From an optimization exercise on the open Yosys and OpenROAD flow, aimed at small area, a short achievable clock period and few clock cycles per item; shortcuts taken in it are not production practice.
Only simulation tests tie the RTL to the original design; equivalence was not proved.
Power and IR drop assume default switching activity.

## cedar
==> flow/design.v <==
package lzw_cam_pkg;
   function automatic integer count_width(input integer n);
      count_width = $clog2(n + 1);
   endfunction
endpackage
module lzw_cam_entry #(
   parameter int KEY_W = 20
) (
   input  logic             clk,
   input  logic             we,
   input  logic             valid,
   input  logic [KEY_W-1:0] wkey,
   input  logic [KEY_W-1:0] key,
   output logic             match
);
   logic [KEY_W-1:0] stored;
   always_ff @(posedge clk) begin
      if (we) begin
         stored <= wkey;
      end
   end
   assign match = valid && (stored == key);
endmodule
module lzw_dict_cam #(
   parameter int  DATA_W    = 8,
   parameter int  CODE_W    = 12,
   parameter int  NUM_ENTRY = 64,
   parameter int  BASE_CODE = 256,
   localparam int CNT_W     = lzw_cam_pkg::count_width(NUM_ENTRY)
) (
   input  logic                 clk,
   input  logic                 rst,
   input  logic                 req_valid,
   output logic                 req_ready,
   input  logic [CODE_W-1:0]    req_prefix,
   input  logic [DATA_W-1:0]    req_sym,
   input  logic                 req_insert,
   output logic                 rsp_valid,
   input  logic                 rsp_ready,
   output logic                 rsp_hit,
   output logic [CODE_W-1:0]    rsp_code,
   output logic                 rsp_inserted,
   output logic                 rsp_dict_reset,
   input  logic                 clear,
   output logic                 full,
   output logic [CNT_W-1:0]     count
);
   localparam int IDX_W = $clog2(NUM_ENTRY);
   localparam int KEY_W = CODE_W + DATA_W;
   if (BASE_CODE + NUM_ENTRY > (1 << CODE_W)) begin : g_code_range_check
      $error("lzw_dict_cam: BASE_CODE + NUM_ENTRY exceeds the code space");
   end
   logic [IDX_W-1:0]     lvl;
   logic [IDX_W-1:0]     lvl_p1;
   logic                 last;
   logic                 rv;         
   logic                 clr_p;      
   logic                 r_commit;   
   logic                 r_hit;      
   logic [IDX_W-1:0]     r_idx;      
   logic [KEY_W-1:0]     key_q;      
   logic                 hold;
   logic                 clr_now;
   logic                 kill;
   logic                 bp;
   logic                 any_hit;
   logic                 hit_ok;
   logic [IDX_W-1:0]     idx;
   logic [KEY_W-1:0]     key_in;
   logic [NUM_ENTRY-1:0] valid;
   logic [NUM_ENTRY-1:0] we;
   logic [NUM_ENTRY-1:0] match;
   assign hold      = rv && !rsp_ready;
   assign req_ready = !hold;
   assign clr_now   = clear || clr_p;
   assign kill      = clr_now || (r_commit && last);
   assign key_in    = {req_prefix, req_sym};
   always_comb begin
      for (int i = 0; i < NUM_ENTRY; i++) begin
         valid[i] = (IDX_W'(i) < lvl);
         we[i]    = (lvl == IDX_W'(i));
      end
   end
   for (genvar i = 0; i < NUM_ENTRY; i++) begin : g_cell
      lzw_cam_entry #(.KEY_W(KEY_W)) u_cell (
         .clk   (clk),
         .we    (we[i]),
         .valid (valid[i]),
         .wkey  (key_q),
         .key   (key_in),
         .match (match[i])
      );
   end
   assign bp = r_commit && (key_q == key_in);
   always_comb begin
      any_hit = bp;
      idx     = bp ? lvl : '0;
      for (int i = 0; i < NUM_ENTRY; i++) begin
         any_hit = any_hit | match[i];
         if (match[i]) idx = idx | IDX_W'(i);
      end
      hit_ok = any_hit && !kill;
   end
   always_ff @(posedge clk or posedge rst) begin
      if (rst) begin
         rv       <= 1'b0;
         r_commit <= 1'b0;
         lvl      <= '0;
         lvl_p1   <= IDX_W'(1);
         last     <= 1'b0;
         clr_p    <= 1'b0;
      end else begin
         rv <= req_valid || hold;
         if (hold) begin
            clr_p <= clr_p || clear;
         end else begin
            clr_p    <= 1'b0;
            r_commit <= req_valid && req_insert && !hit_ok;
            if (clr_now) begin
               lvl    <= '0;
               lvl_p1 <= IDX_W'(1);
               last   <= 1'b0;
            end else if (r_commit) begin
               lvl    <= lvl_p1;
               lvl_p1 <= lvl_p1 + IDX_W'(1);
               last   <= (lvl_p1 == IDX_W'(NUM_ENTRY - 1));
            end
         end
      end
   end
   always_ff @(posedge clk) begin
      if (!hold) begin
         r_hit <= hit_ok;
         r_idx <= idx;
         key_q <= key_in;
      end
   end
   assign rsp_valid      = rv;
   assign rsp_hit        = r_hit;
   assign rsp_inserted   = r_commit;
   assign rsp_dict_reset = r_commit && last;
   assign full           = r_commit && last;
   assign count          = r_commit ? {last, lvl_p1} : {1'b0, lvl};
   always_comb begin
      rsp_code = '0;
      rsp_code[$clog2(BASE_CODE)] = r_hit || r_commit;
      rsp_code[IDX_W-1:0] = (r_idx & {IDX_W{r_hit}}) | (lvl & {IDX_W{r_commit}});
   end
endmodule
make LEC_CHECK=0 ABC_CLOCK_PERIOD_IN_PS=2500 CAP_MARGIN=20 CORE_MARGIN=2 CORE_UTILIZATION=50 PLACE_DENSITY=0.65 SETUP_SLACK_MARGIN=2.8 SLEW_MARGIN=20 finish   # period 6.0 ns
run.sh (not shown) runs the stock make flow with config.mk's settings and CLKGATE_MAP_FILE= SYNTH_SCRIPT=/design/flow/synth_recipe.tcl, a recipe that flattens the netlist after the stock synthesis.
Per the final summary, cedar finished and its layout is clean on timing, DRC and antenna.
Testbench counts of cedar, summed over its fixed seeds: cycles 32,008, items 32,000.
Inputs modified between cedar and willow:
- putting CTS_CLUSTER_DIAMETER at 100 where nothing was set
- swapping 2.8 for 3.0 in SETUP_SLACK_MARGIN
- swapping 50 for 65 in CORE_UTILIZATION
- putting CTS_CLUSTER_SIZE at 24 where nothing was set
- swapping 0.65 for 0.75 in PLACE_DENSITY
### Flow results
willow against cedar: wire length rose about 1.3%; post-route total power lower. Run comparison: willow highest-delay cell along the critical path sky130_fd_sc_hd__or4_4; cedar highest-delay cell along the critical path sky130_fd_sc_hd__a2111oi_2. Routing usage on met1 delta for willow relative to cedar: 11 points higher. Summary — worst setup slack, willow relative to cedar: higher, by 120 ps. [willow vs cedar] number of inverters outside the clock class in the layout: higher in willow. Delta (willow minus cedar): net switching power figure -690 uW, total placed instance area essentially unchanged, global-route met3 utilization moved up. Summary of willow over cedar: met2 track demand over resource rose by 14 points, die area went down about 23%, overall fraction of global-route tracks in use saw an increase.
The inputs of onyx differ from those of willow as listed below.
- PLACE_DENSITY now 0.65, was 0.75
- SETUP_SLACK_MARGIN now 2.8, was 3.0
- CORE_UTILIZATION now 50, was 65
- CTS_CLUSTER_DIAMETER no longer set, was 100
- CTS_CLUSTER_SIZE no longer set, was 24
==> flow/flow/run.sh (new file) <==
#!/bin/bash
set -o pipefail
cp standard.sh standard_sh.log
cp config.mk config_mk.log
export BUFFER_PORTS_ARGS="-buffer_cell sky130_fd_sc_hd__buf_4"
bash standard.sh > standard_run.log 2>&1
==> flow/standard.sh (new file) <==
#!/bin/bash
# synth_recipe.tcl (not shown) runs the flow's synth.tcl, then flattens the netlist and writes it again
# the make line also repeats each setting of config.mk as NAME=value (left out here)
make -C /OpenROAD-flow-scripts/flow DESIGN_CONFIG=/design/flow/config.mk WORK_HOME=/design/flow/orfs CLKGATE_MAP_FILE= SYNTH_SCRIPT=/design/flow/synth_recipe.tcl "${@:-finish}"
removed: flow/run.sh
--- outcome ---
- First-pass GRT wire length (lower): onyx
- Met2 layer usage reported by global route, onyx and willow: smaller value in onyx
- Power attributed to sequential cells delta (onyx -> willow): insignificant
- Relative to willow, the proportion of power drawn by the clock network of onyx is higher by 15 points.
- Of the two values seen for source of the critical timing path, lvl[3] was produced by willow and req_prefix[11] by onyx.
- onyx ends up with lower hold slack than willow does.
- Run comparison: onyx cell with the largest stage delay on the worst path sky130_fd_sc_hd__nor4_4; willow cell with the largest stage delay on the worst path sky130_fd_sc_hd__or4_4
Modified inputs, tundra compared to onyx
- CORE_UTILIZATION now 65, was 50
- SETUP_SLACK_MARGIN now 3.0, was 2.8
- PLACE_DENSITY now 0.75, was 0.65
- CTS_CLUSTER_SIZE now 30, previously not set
- CTS_CLUSTER_DIAMETER now 100, previously not set
Results
tundra has completed all stages; timing, DRC and antenna checks passed. Comparing tundra and onyx, routed wire length per instance is lower on onyx. STATUS upper clock frequency limit: tundra wins against onyx. Diff onyx -> tundra: portion of the clock cycle consumed by the worst path in the final layout saw a decrease; clock slew seen by the registers of the worst setup and hold paths up 60 ps; overall power consumption dropped 4.4 mW. Of tundra and onyx, onyx shows the higher final design area excluding fillers, with tundra below it.


== wip/sierra ==
// lzw_dict_cam: RTL as listed in full above, without the edits since
clock: 6.0 ns
lec_check: 0
abc_clock_period_in_ps: 2500
cap_margin: 20
core_margin: 2
core_utilization: 65
place_density: 0.75
setup_slack_margin: 3.3
slew_margin: 20
standard.sh (not shown) runs the stock make flow with config.mk's settings and CLKGATE_MAP_FILE= SYNTH_SCRIPT=/design/flow/synth_recipe.tcl, a recipe that flattens the netlist after the stock synthesis.
==> flow/flow/run.sh <==
#!/bin/bash
set -o pipefail
cp standard.sh standard_sh.log
cp config.mk config_mk.log
export BUFFER_PORTS_ARGS="-buffer_cell sky130_fd_sc_hd__buf_4"
bash standard.sh > standard_run.log 2>&1
wip/sierra: no failed stages, no open violations at the end
Testbench counts of wip/sierra, summed over its fixed seeds: cycles 32,008, items 32,000.
[inputs] wip/pepper vs wip/sierra
Settings: a change of CORE_UTILIZATION from 65 to 50; a change of PLACE_DENSITY from 0.75 to 0.65.
Notes after the runs:
From wip/sierra to wip/pepper the numbers moved as follows: total core area +0.026 mm^2; wire length +4.1%.
wip/sierra went all the way through synthesis, placement and routing and the layout is clean on timing, DRC and antenna.
wip/pepper ended with every stage complete and zero timing, DRC or antenna violations.
Compared with wip/sierra, wip/pepper shows a number of well-tap cells placed that is 345 higher.
The inputs of wip/fjord differ from those of wip/pepper as listed below.
Settings: PLACE_DENSITY changed from 0.65 to 0.88; CTS_CLUSTER_SIZE newly set to 24; SETUP_SLACK_MARGIN changed from 3.3 to 3.0; CTS_CLUSTER_DIAMETER newly set to 100; CORE_UTILIZATION changed from 50 to 78.
==> flow/run.sh (new file) <==
#!/bin/bash
# synth_recipe.tcl (not shown) runs the flow's synth.tcl, then flattens the netlist and writes it again
# the make line also repeats each setting of config.mk as NAME=value (left out here)
make -C /OpenROAD-flow-scripts/flow DESIGN_CONFIG=/design/flow/config.mk WORK_HOME=/design/flow/orfs CLKGATE_MAP_FILE= SYNTH_SCRIPT=/design/flow/synth_recipe.tcl finish
removed: flow/flow/run.sh
removed: flow/standard.sh
Every run in the comparison, wip/fjord and wip/pepper, completed the flow with a clean layout.
Sort wip/fjord and wip/pepper by area growth from synthesis to layout, descending, and wip/pepper comes first.
Between wip/fjord and wip/pepper, the post-layout minimum cycle time is lower for wip/pepper.
From wip/pepper to wip/fjord the numbers moved as follows: number of vias after detailed routing went up by 1983; flop-to-flop setup slack went down by 0.11 ns.
Floorplan check, wip/fjord vs wip/pepper: die outline smaller in wip/fjord
Delta(total power of the final layout, wip/fjord - wip/pepper) < 0
Going from wip/pepper to wip/fjord, number of fill cells shrank by more than half.
> inputs changed (wip/fjord -> wip/maple)
Settings: PLACE_DENSITY changed from 0.88 to 0.82; CORE_UTILIZATION changed from 78 to 72.
- wip/maple completed end to end with timing, DRC and antenna clean.
- Re total iterations of the first detailed-routing run: wip/maple is 3 down on wip/fjord.
- Compared with wip/fjord, wip/maple has extra setup slack.
- From wip/fjord to wip/maple the numbers moved as follows: cell depth of the worst setup path now sits higher, total met3 wirelength after detailed routing shrank by 5.8 mm.
- [wip/maple] final routed wirelength across all metal layers fell 7.4% relative to wip/fjord
- Between wip/maple and wip/fjord, the difference in multi-input combinational cell count is negligible.
- Total number of tap cells of wip/maple exceeds that of wip/fjord by a little under 10%.


Setup of alpha:
// lzw_dict_cam: RTL as listed in full above, without the edits since
==> flow/config.mk <==
export PLATFORM = sky130hd
export DESIGN_NAME = lzw_dict_cam
export DESIGN_NICKNAME = lzw_dict_cam
export VERILOG_FILES = /design/flow/design.v
export SDC_FILE = /design/flow/constraint.sdc
export NUM_CORES = 4
export LEC_CHECK = 0
export ABC_CLOCK_PERIOD_IN_PS = 2500
export CAP_MARGIN = 20
export CORE_MARGIN = 2
export CORE_UTILIZATION = 65
export CTS_CLUSTER_DIAMETER = 100
export CTS_CLUSTER_SIZE = 24
export PLACE_DENSITY = 0.75
export SETUP_SLACK_MARGIN = 3.0
export SLEW_MARGIN = 20
export TNS_END_PERCENT = 30
==> flow/constraint.sdc <==
create_clock -name core_clock -period 6.0 [get_ports {clk}]
set_input_delay 1.2000 -clock core_clock [delete_from_list [all_inputs] [get_ports {clk}]]
set_output_delay 1.2000 -clock core_clock [all_outputs]
set_load 0.01 [all_outputs]
run.sh (not shown) runs the stock make flow with config.mk's settings and CLKGATE_MAP_FILE= SYNTH_SCRIPT=/design/flow/synth_recipe.tcl, a recipe that flattens the netlist after the stock synthesis.
Stock flow here: none of the scripts above is used.
alpha went all the way through the flow, and no timing, DRC or antenna check failed.
Testbench counts of alpha, summed over its fixed seeds: cycles 32,008, items 32,000.
Input changes introduced in beta (baseline for comparison: alpha):
# alpha
export LEC_CHECK = 0
export ABC_CLOCK_PERIOD_IN_PS = 2500
export CAP_MARGIN = 20
export CORE_MARGIN = 2
export CORE_UTILIZATION = 65
export CTS_CLUSTER_DIAMETER = 100
export CTS_CLUSTER_SIZE = 24
export PLACE_DENSITY = 0.75
export SETUP_SLACK_MARGIN = 3.0
export SLEW_MARGIN = 20
export TNS_END_PERCENT = 30
create_clock -name core_clock -period 6.0 [get_ports {clk}]
# beta
export LEC_CHECK = 0
export ABC_CLOCK_PERIOD_IN_PS = 2500
export CAP_MARGIN = 20
export CORE_MARGIN = 2
export CORE_UTILIZATION = 65
export CTS_CLUSTER_DIAMETER = 100
export CTS_CLUSTER_SIZE = 24
export PLACE_DENSITY = 0.75
export SETUP_SLACK_MARGIN = 3.0
export SLEW_MARGIN = 20
export TNS_END_PERCENT = 10
create_clock -name core_clock -period 6.0 [get_ports {clk}]
==> results.txt <==
In beta relative to alpha, detailed-route wire length on metal 1 had gone up slightly. On overall power of the completed layout, beta and alpha are basically level. alpha → beta: sequential cell area fraction in the yosys report neither gained nor lost much; via count has remained practically unchanged; total non-filler cell area in the finished layout comparable; upper clock frequency limit shows an increase of about 0.7%; post-CTS repair timing setup buffer count fell by about 1.2%.
Modified inputs, gamma compared to beta
# beta
export LEC_CHECK = 0
export ABC_CLOCK_PERIOD_IN_PS = 2500
export CAP_MARGIN = 20
export CORE_MARGIN = 2
export CORE_UTILIZATION = 65
export CTS_CLUSTER_DIAMETER = 100
export CTS_CLUSTER_SIZE = 24
export PLACE_DENSITY = 0.75
export SETUP_SLACK_MARGIN = 3.0
export SLEW_MARGIN = 20
export TNS_END_PERCENT = 10
create_clock -name core_clock -period 6.0 [get_ports {clk}]
# gamma
export LEC_CHECK = 0
export ABC_CLOCK_PERIOD_IN_PS = 2500
export CAP_MARGIN = 20
export CORE_MARGIN = 2
export CORE_UTILIZATION = 65
export PLACE_DENSITY = 0.75
export SETUP_SLACK_MARGIN = 3.0
export SLEW_MARGIN = 20
create_clock -name core_clock -period 6.0 [get_ports {clk}]
==> flow/flow/run.sh (new file) <==
#!/bin/bash
set -o pipefail
cp standard.sh standard_sh.log
cp config.mk config_mk.log
export BUFFER_PORTS_ARGS="-buffer_cell sky130_fd_sc_hd__buf_4"
bash standard.sh > standard_run.log 2>&1
==> flow/standard.sh (new file) <==
#!/bin/bash
# synth_recipe.tcl (not shown) runs the flow's synth.tcl, then flattens the netlist and writes it again
# the make line also repeats each setting of config.mk as NAME=value (left out here)
make -C /OpenROAD-flow-scripts/flow DESIGN_CONFIG=/design/flow/config.mk WORK_HOME=/design/flow/orfs CLKGATE_MAP_FILE= SYNTH_SCRIPT=/design/flow/synth_recipe.tcl "${@:-finish}"
removed: flow/run.sh
Results
- Of the two values seen for worst setup path endpoint, r_hit was produced by gamma and r_commit by beta.
- Going from beta to gamma, post-synthesis to final-layout area growth grows by 4.5 points.
- The setup slack of gamma is smaller than that of beta.
- Re share of cells above drive strength 1: gamma is 1.9 points up on beta.
--- input diff gamma..delta ---
# gamma
export LEC_CHECK = 0
export ABC_CLOCK_PERIOD_IN_PS = 2500
export CAP_MARGIN = 20
export CORE_MARGIN = 2
export CORE_UTILIZATION = 65
export PLACE_DENSITY = 0.75
export SETUP_SLACK_MARGIN = 3.0
export SLEW_MARGIN = 20
create_clock -name core_clock -period 6.0 [get_ports {clk}]
# delta
export LEC_CHECK = 0
export ABC_CLOCK_PERIOD_IN_PS = 2500
export CAP_MARGIN = 20
export CORE_MARGIN = 2
export CORE_UTILIZATION = 65
export CTS_CLUSTER_DIAMETER = 100
export CTS_CLUSTER_SIZE = 24
export PLACE_DENSITY = 0.75
export SETUP_SLACK_MARGIN = 3.0
export SLEW_MARGIN = 20
export TNS_END_PERCENT = 3
create_clock -name core_clock -period 6.0 [get_ports {clk}]
==> flow/run.sh (new file) <==
#!/bin/bash
# synth_recipe.tcl (not shown) runs the flow's synth.tcl, then flattens the netlist and writes it again
# the make line also repeats each setting of config.mk as NAME=value (left out here)
make -C /OpenROAD-flow-scripts/flow DESIGN_CONFIG=/design/flow/config.mk WORK_HOME=/design/flow/orfs CLKGATE_MAP_FILE= SYNTH_SCRIPT=/design/flow/synth_recipe.tcl finish
removed: flow/flow/run.sh
removed: flow/standard.sh
Results
Final critical-path required period is higher on delta
gamma → delta: total power of the final layout now sits lower, critical path depth now sits lower, share of the clock period used by the worst path after layout now sits higher, worst hold slack across all endpoints now sits lower, non-clock buffer count now sits higher.
delta can be clocked slower than gamma.
Comparing delta and gamma, the lower wire length was measured on delta.
Compared with gamma, delta shows a higher share of the final layout cell area in sequential cells.
In summary, delta completed successfully, with a layout that passed the timing, DRC and antenna checks.

static timing again, ports no longer ideal:
How much do the figures lean on ideal ports? The routed layouts below were timed once more, with nothing changed but the port constraints. Step 1, drivers: a clkbuf_16 drives clk and a buf_2 each remaining input, both assumed. Step 2 times the ports against the registers' clock, not the clock port: input delays grow and output delays shrink by t, the midpoint of the rising clock arrivals with the driver on. a / b / c = no drivers / after step 1 / after step 2; a / b = the first two.
| run | t (ns) | setup slack, ns | hold slack, ns | worst register clock-pin slew, ns | cell pins on the clock port's net |
|---|---|---|---|---|---|
| cedar | 0.810 | 2.733 / 2.628 / 1.818 | 0.518 / 0.518 / 0.518 | 0.06 / 0.06 | 1 |
| willow | 0.742 | 2.858 / 2.656 / 1.914 | 0.517 / 0.517 / 0.517 | 0.11 / 0.11 | 1 |
| onyx | 0.804 | 2.703 / 2.641 / 1.837 | 0.501 / 0.501 / 0.501 | 0.06 / 0.06 | 1 |
| tundra | 0.732 | 2.797 / 2.698 / 1.967 | 0.526 / 0.526 / 0.526 | 0.12 / 0.12 | 1 |
| wip/sierra | 0.810 | 2.839 / 2.696 / 1.886 | 0.516 / 0.516 / 0.516 | 0.07 / 0.07 | 1 |
| wip/pepper | 0.815 | 2.867 / 2.752 / 1.938 | 0.510 / 0.510 / 0.510 | 0.07 / 0.07 | 1 |
| wip/fjord | 0.784 | 2.581 / 2.504 / 1.720 | 0.526 / 0.526 / 0.526 | 0.12 / 0.12 | 1 |
| wip/maple | 0.752 | 2.708 / 2.559 / 1.806 | 0.516 / 0.516 / 0.516 | 0.10 / 0.10 | 1 |
| alpha | 0.756 | 2.819 / 2.741 / 1.985 | 0.517 / 0.517 / 0.517 | 0.10 / 0.10 | 1 |
| beta | 0.756 | 2.842 / 2.767 / 2.012 | 0.517 / 0.517 / 0.517 | 0.11 / 0.11 | 1 |
| gamma | 0.823 | 2.833 / 2.791 / 2.011 | 0.518 / 0.518 / 0.518 | 0.07 / 0.07 | 1 |
| delta | 0.754 | 2.633 / 2.604 / 1.850 | 0.510 / 0.510 / 0.510 | 0.11 / 0.11 | 1 |
After both steps setup and hold are still met in every run listed. The setup slack of wip/sierra, which loses most, moves by -0.143 ns with the drivers and by -0.953 ns with both steps.
